Context: an optimization exercise on an open-source flow, tuned for small area, a short achievable clock period and few clock cycles per item. The choices shown serve that exercise and are no tape-out recipe. Where RTL was checked, it was by simulation tests only, not by an equivalence proof against the original. Power is estimated from default activity; no workload was simulated.

==> try-raven <==
Design fp_add_top, start of the top module:
module fp_add_top (
    input  logic        sys_clk,
    input  logic        sys_rst_n,
    input  logic [31:0] data1_in,
    input  logic [31:0] data2_in,
    input  logic        op,
    input  logic        trig,
    output logic [31:0] data_out,
    output logic        vld
);
==> flow/config.mk <==
export PLATFORM = sky130hd
export DESIGN_NAME = fp_add_top
export DESIGN_NICKNAME = fp_add_top
export VERILOG_FILES = /design/flow/design.v
export SDC_FILE = /design/flow/constraint.sdc
export NUM_CORES = 4
export LEC_CHECK = 0
export ABC_AREA = 1
export CAP_MARGIN = 20
export CORE_MARGIN = 2
export CORE_UTILIZATION = 40
export SETUP_SLACK_MARGIN = 1.5
export SLEW_MARGIN = 20
==> flow/constraint.sdc <==
create_clock -name core_clock -period 6.0 [get_ports {sys_clk}]
set_input_delay 1.2000 -clock core_clock [delete_from_list [all_inputs] [get_ports {sys_clk}]]
set_output_delay 1.2000 -clock core_clock [all_outputs]
set_load 0.01 [all_outputs]
standard.sh (not shown) runs the stock make flow with config.mk's settings and CLKGATE_MAP_FILE= SYNTH_SCRIPT=/design/flow/synth_recipe.tcl, a recipe that flattens the netlist after the stock synthesis.
==> flow/flow/run.sh <==
#!/bin/bash
# Standard layout, with plain buffers on the ports instead of the delay
# cells the port buffering picks by default.
set -euo pipefail
bash standard.sh BUFFER_PORTS_ARGS="-buffer_cell sky130_fd_sc_hd__buf_1" SKIP_GATE_CLONING=1 finish > standard.log 2>&1
==> inputs of try-garnet, as changes to try-raven <==
--- a/flow/design.v
+++ b/flow/design.v
@@ -42,17 +42,42 @@
                 end
             end
         end
     end
 endmodule
+module fp_prefix_sum #(
+    parameter int W = 28,
+    parameter int L = 5            
+) (
+    input  logic [W-1:0] p,
+    input  logic [W-1:0] g,
+    input  logic         cin,
+    output logic [W-1:0] s
+);
+    logic [W-1:0] gg, gp;
+    always_comb begin
+        gg    = g;
+        gp    = p;
+        gg[0] = g[0] | (p[0] & cin);
+        for (int l = 0; l < L; l++) begin
+            for (int i = 0; i < W; i++) begin
+                if (i[l]) begin
+                    gg[i] = gg[i] | (gp[i] & gg[((i >> l) << l) - 1]);
+                    gp[i] = gp[i] & gp[((i >> l) << l) - 1];
+                end
+            end
+        end
+    end
+    assign s = p ^ {gg[W-2:0], cin};
+endmodule
 `timescale 1ns/1ps
 module fp_add_stage1 (
     input  logic [31:0] a,
     input  logic [31:0] b,
     input  logic        op,
-    output logic [24:0] x,         
-    output logic [27:0] y,         
+    output logic [27:0] p,         
+    output logic [27:0] g,         
     output logic [7:0]  e,
     output logic        sub,
     output logic        s,
     output logic        inf,
     output logic        nan
@@ -68,10 +93,11 @@
     logic [8:0]  dab, dba;
     logic [7:0]  shift;
     logic [23:0] big_m;
     logic [23:0] small_m;
     logic [25:0] y_sh;
+    logic [23:0] lost;
     logic        sticky;
     logic        far;
     assign sa = a[31];
     assign sb = b[31] ^ op;
     assign ea = a[30:23];
@@ -97,30 +123,29 @@
     assign dba   = {1'b0, eb} - {1'b0, ea};
     assign shift = dab[8] ? dba[7:0] : dab[7:0];
     assign big_m   = a_lt ? mb : ma;
     assign small_m = a_lt ? ma : mb;
     assign e       = a_lt ? eb : ea;
-    logic [23:0] lost_a, lost_b;
-    logic        st_a, st_b;
     assign far = shift[7:5] != 3'd0;
     always_comb begin
         for (int j = 0; j < 24; j++) begin
-            lost_b[j] = (dab[7:5] != 3'd0) | (dab[4:0] > 5'(j + 2));
-            lost_a[j] = (dba[7:5] != 3'd0) | (dba[4:0] > 5'(j + 2));
+            lost[j] = far | (shift[4:0] > 5'(j + 2));
         end
     end
-    assign st_b = |(mb & lost_b);
-    assign st_a = |(ma & lost_a);
     assign y_sh   = far ? 26'd0 : ({small_m, 2'b00} >> shift[4:0]);
-    assign sticky = a_lt ? st_a : st_b;
+    assign sticky = |(small_m & lost);
+    logic [24:0] x;
+    logic [27:0] y;
     assign x = sub ? {big_m, 1'b0} : {1'b0, big_m};
     assign y = sub ? ~{y_sh, sticky, 1'b0} : {1'b0, y_sh, sticky};
+    assign p = {x, 3'b000} ^ y;
+    assign g = {x, 3'b000} & y;
 endmodule
 `timescale 1ns/1ps
 module fp_add_stage2 (
-    input  logic [24:0] x,
-    input  logic [27:0] y,
+    input  logic [27:0] p,         
+    input  logic [27:0] g,
     input  logic [7:0]  e,
     input  logic        sub,
     input  logic        s,
     input  logic        inf,
     input  logic        nan,
@@ -138,13 +163,13 @@
     logic        f_ovf, f_unf;
     logic        near;
     logic [4:0]  lz;
     logic [25:0] n_sh;
     logic [9:0]  n_exp;
-    fp_prefix_add #(.W(28)) u_add (
-        .a   ({x, 3'b000}),
-        .b   (y),
+    fp_prefix_sum #(.W(28)) u_add (
+        .p   (p),
+        .g   (g),
         .cin (sub),
         .s   (sum)
     );
     assign top   = sum[27];
     assign rnd_t = sum[3] & (sum[4] | sum[2] | sum[1] | sum[0]);
@@ -258,12 +283,12 @@
     output logic [31:0] data_out,
     output logic        vld
 );
     logic        busy;
     logic        accept;
-    logic [24:0] x_d, x_q;         
-    logic [27:0] y_d, y_q;         
+    logic [27:0] p_d, p_q;         
+    logic [27:0] g_d, g_q;         
     logic [7:0]  e_d, e_q;         
     logic        sub_d, sub_q;     
     logic        s_d, s_q;         
     logic        inf_d, inf_q;     
     logic        nan_d, nan_q;     
@@ -271,30 +296,30 @@
     assign accept = trig & ~busy;
     fp_add_stage1 u_s1 (
         .a   (data1_in),
         .b   (data2_in),
         .op  (op),
-        .x   (x_d),
-        .y   (y_d),
+        .p   (p_d),
+        .g   (g_d),
         .e   (e_d),
         .sub (sub_d),
         .s   (s_d),
         .inf (inf_d),
         .nan (nan_d)
     );
     always_ff @(posedge sys_clk) begin
-        x_q   <= x_d;
-        y_q   <= y_d;
+        p_q   <= p_d;
+        g_q   <= g_d;
         e_q   <= e_d;
         sub_q <= sub_d;
         s_q   <= s_d;
         inf_q <= inf_d;
         nan_q <= nan_d;
     end
     fp_add_stage2 u_s2 (
-        .x      (x_q),
-        .y      (y_q),
+        .p      (p_q),
+        .g      (g_q),
         .e      (e_q),
         .sub    (sub_q),
         .s      (s_q),
         .inf    (inf_q),
         .nan    (nan_q),
Settings changed: CORE_UTILIZATION 40 to 55.
==> inputs of try-ember, as changes to try-raven <==
--- a/flow/design.v
+++ b/flow/design.v
@@ -42,17 +42,42 @@
                 end
             end
         end
     end
 endmodule
+module fp_prefix_sum #(
+    parameter int W = 28,
+    parameter int L = 5            
+) (
+    input  logic [W-1:0] p,
+    input  logic [W-1:0] g,
+    input  logic         cin,
+    output logic [W-1:0] s
+);
+    logic [W-1:0] gg, gp;
+    always_comb begin
+        gg    = g;
+        gp    = p;
+        gg[0] = g[0] | (p[0] & cin);
+        for (int l = 0; l < L; l++) begin
+            for (int i = 0; i < W; i++) begin
+                if (i[l]) begin
+                    gg[i] = gg[i] | (gp[i] & gg[((i >> l) << l) - 1]);
+                    gp[i] = gp[i] & gp[((i >> l) << l) - 1];
+                end
+            end
+        end
+    end
+    assign s = p ^ {gg[W-2:0], cin};
+endmodule
 `timescale 1ns/1ps
 module fp_add_stage1 (
     input  logic [31:0] a,
     input  logic [31:0] b,
     input  logic        op,
-    output logic [24:0] x,         
-    output logic [27:0] y,         
+    output logic [27:0] p,         
+    output logic [27:0] g,         
     output logic [7:0]  e,
     output logic        sub,
     output logic        s,
     output logic        inf,
     output logic        nan
@@ -68,10 +93,11 @@
     logic [8:0]  dab, dba;
     logic [7:0]  shift;
     logic [23:0] big_m;
     logic [23:0] small_m;
     logic [25:0] y_sh;
+    logic [23:0] lost;
     logic        sticky;
     logic        far;
     assign sa = a[31];
     assign sb = b[31] ^ op;
     assign ea = a[30:23];
@@ -97,30 +123,29 @@
     assign dba   = {1'b0, eb} - {1'b0, ea};
     assign shift = dab[8] ? dba[7:0] : dab[7:0];
     assign big_m   = a_lt ? mb : ma;
     assign small_m = a_lt ? ma : mb;
     assign e       = a_lt ? eb : ea;
-    logic [23:0] lost_a, lost_b;
-    logic        st_a, st_b;
     assign far = shift[7:5] != 3'd0;
     always_comb begin
         for (int j = 0; j < 24; j++) begin
-            lost_b[j] = (dab[7:5] != 3'd0) | (dab[4:0] > 5'(j + 2));
-            lost_a[j] = (dba[7:5] != 3'd0) | (dba[4:0] > 5'(j + 2));
+            lost[j] = far | (shift[4:0] > 5'(j + 2));
         end
     end
-    assign st_b = |(mb & lost_b);
-    assign st_a = |(ma & lost_a);
     assign y_sh   = far ? 26'd0 : ({small_m, 2'b00} >> shift[4:0]);
-    assign sticky = a_lt ? st_a : st_b;
+    assign sticky = |(small_m & lost);
+    logic [24:0] x;
+    logic [27:0] y;
     assign x = sub ? {big_m, 1'b0} : {1'b0, big_m};
     assign y = sub ? ~{y_sh, sticky, 1'b0} : {1'b0, y_sh, sticky};
+    assign p = {{x, 2'b00} ^ y[27:1], ~sub & y[0]};
+    assign g = {{x, 2'b00} & y[27:1], sub};
 endmodule
 `timescale 1ns/1ps
 module fp_add_stage2 (
-    input  logic [24:0] x,
-    input  logic [27:0] y,
+    input  logic [27:0] p,         
+    input  logic [27:0] g,
     input  logic [7:0]  e,
     input  logic        sub,
     input  logic        s,
     input  logic        inf,
     input  logic        nan,
@@ -138,14 +163,14 @@
     logic        f_ovf, f_unf;
     logic        near;
     logic [4:0]  lz;
     logic [25:0] n_sh;
     logic [9:0]  n_exp;
-    fp_prefix_add #(.W(28)) u_add (
-        .a   ({x, 3'b000}),
-        .b   (y),
-        .cin (sub),
+    fp_prefix_sum #(.W(28)) u_add (
+        .p   (p),
+        .g   (g),
+        .cin (1'b0),
         .s   (sum)
     );
     assign top   = sum[27];
     assign rnd_t = sum[3] & (sum[4] | sum[2] | sum[1] | sum[0]);
     assign rnd_u = sum[2] & (sum[3] | sum[1] | sum[0]);
@@ -258,12 +283,12 @@
     output logic [31:0] data_out,
     output logic        vld
 );
     logic        busy;
     logic        accept;
-    logic [24:0] x_d, x_q;         
-    logic [27:0] y_d, y_q;         
+    logic [27:0] p_d, p_q;         
+    logic [27:0] g_d, g_q;         
     logic [7:0]  e_d, e_q;         
     logic        sub_d, sub_q;     
     logic        s_d, s_q;         
     logic        inf_d, inf_q;     
     logic        nan_d, nan_q;     
@@ -271,30 +296,30 @@
     assign accept = trig & ~busy;
     fp_add_stage1 u_s1 (
         .a   (data1_in),
         .b   (data2_in),
         .op  (op),
-        .x   (x_d),
-        .y   (y_d),
+        .p   (p_d),
+        .g   (g_d),
         .e   (e_d),
         .sub (sub_d),
         .s   (s_d),
         .inf (inf_d),
         .nan (nan_d)
     );
     always_ff @(posedge sys_clk) begin
-        x_q   <= x_d;
-        y_q   <= y_d;
+        p_q   <= p_d;
+        g_q   <= g_d;
         e_q   <= e_d;
         sub_q <= sub_d;
         s_q   <= s_d;
         inf_q <= inf_d;
         nan_q <= nan_d;
     end
     fp_add_stage2 u_s2 (
-        .x      (x_q),
-        .y      (y_q),
+        .p      (p_q),
+        .g      (g_q),
         .e      (e_q),
         .sub    (sub_q),
         .s      (s_q),
         .inf    (inf_q),
         .nan    (nan_q),
==> results by group <==
Final layout
  – Clock tree cell share of total cell area: 1.932%
  – Multi-input logic area: approximately 0.011 mm^2
  – #MultiIn Comb: around 1900
  – Fin util: 48.32%

Power and ir drop
  – Sw frac: between 50% and 60%

Critical path
  – WP data required: ~6.3 ns

Run status
  – Status: finished clean

Placed design
  – Placer Congestion: roughly 1
The numbers above come from try-raven.

==> results by group <==
Placed design
  – Placer Congestion: 1.031
  – Post-DP HPWL: roughly 37 mm

Final layout
  – Final non-filler cell total: between 2000 and 3000
  – Most common cell after layout, fill and taps aside: nand2_1
  – Fin util: between 60% and 70%
  – Multi-input logic area: roughly 0.0098 mm^2
  – #MultiIn Comb: 1773
  – Clock tree cell share of total cell area: 2.120%

Critical path
  – WP data required: 6.29 ns

CTS
  – CTS Buf Count: 9

Run status
  – Status: finished clean

Power and ir drop
  – Sw frac: 58.76%

Routing
  – Total wire length: just under 50 mm

Logic synthesis
  – Post-synthesis cell count: approximately 2200
The numbers above come from try-garnet.

==> results by group <==
Final layout
  – Design Area, Final: roughly 0.015 mm^2
  – Flip-flop and latch area: approximately 0.0021 mm^2
  – #MultiIn Comb: around 1800
  – Multi-input logic area: 0.009824 mm^2
  – Logic inverters: between 200 and 300
  – Fin util: 46.58%
  – Clock tree cell share of total cell area: around 1.9%

Routing
  – Met1 Routed Length: roughly 20 mm

Timing
  – Final Skew: around 0.012 ns
  – Period utilisation layout: between 70% and 80%

Placed design
  – Placer Congestion: a little under 1

Critical path
  – WP data required: approximately 6.2 ns

Run status
  – Status: finished clean
The numbers above come from try-ember.

Testbench counts of try-garnet, summed over its fixed seeds: cycles 16,000, items 8,000.
Only the layout flow was run in try-raven and try-ember; the RTL was not checked for function there.

[what the ideal ports hide]
The results above use ideal ports. As a check the final layouts listed here were re-extracted and re-timed, cells and wires unchanged.
Step 1, drivers: a clkbuf_16 drives sys_clk and a buf_2 each remaining input, both assumed.
Step 2, shift: input delay + t, output delay - t, t = (earliest + latest rising clock arrival at the registers) / 2. This alone moves slack from input paths to output paths.
Three values: ideal ports, drivers, drivers and shift; two values: the first two.
| run | shift t [ns] | setup slack, ns | worst register clock-pin slew, ns | worst slew at a driven data input, ns | pins driven straight from the clock port |
|---|---|---|---|---|---|
| try-raven | 0.406 | 1.487 / 1.487 / 1.328 | 0.09 / 0.09 | 0.04 | 1 |
| try-garnet | 0.408 | 1.584 / 1.584 / 1.220 | 0.09 / 0.09 | 0.04 | 1 |
| try-ember | 0.405 | 1.682 / 1.710 / 1.305 | 0.08 / 0.08 | 0.04 | 1 |
After both steps setup and hold are still met in every run listed. For try-ember, which loses most, drivers alone change the setup slack by +0.028 ns; drivers and shift together by -0.377 ns.
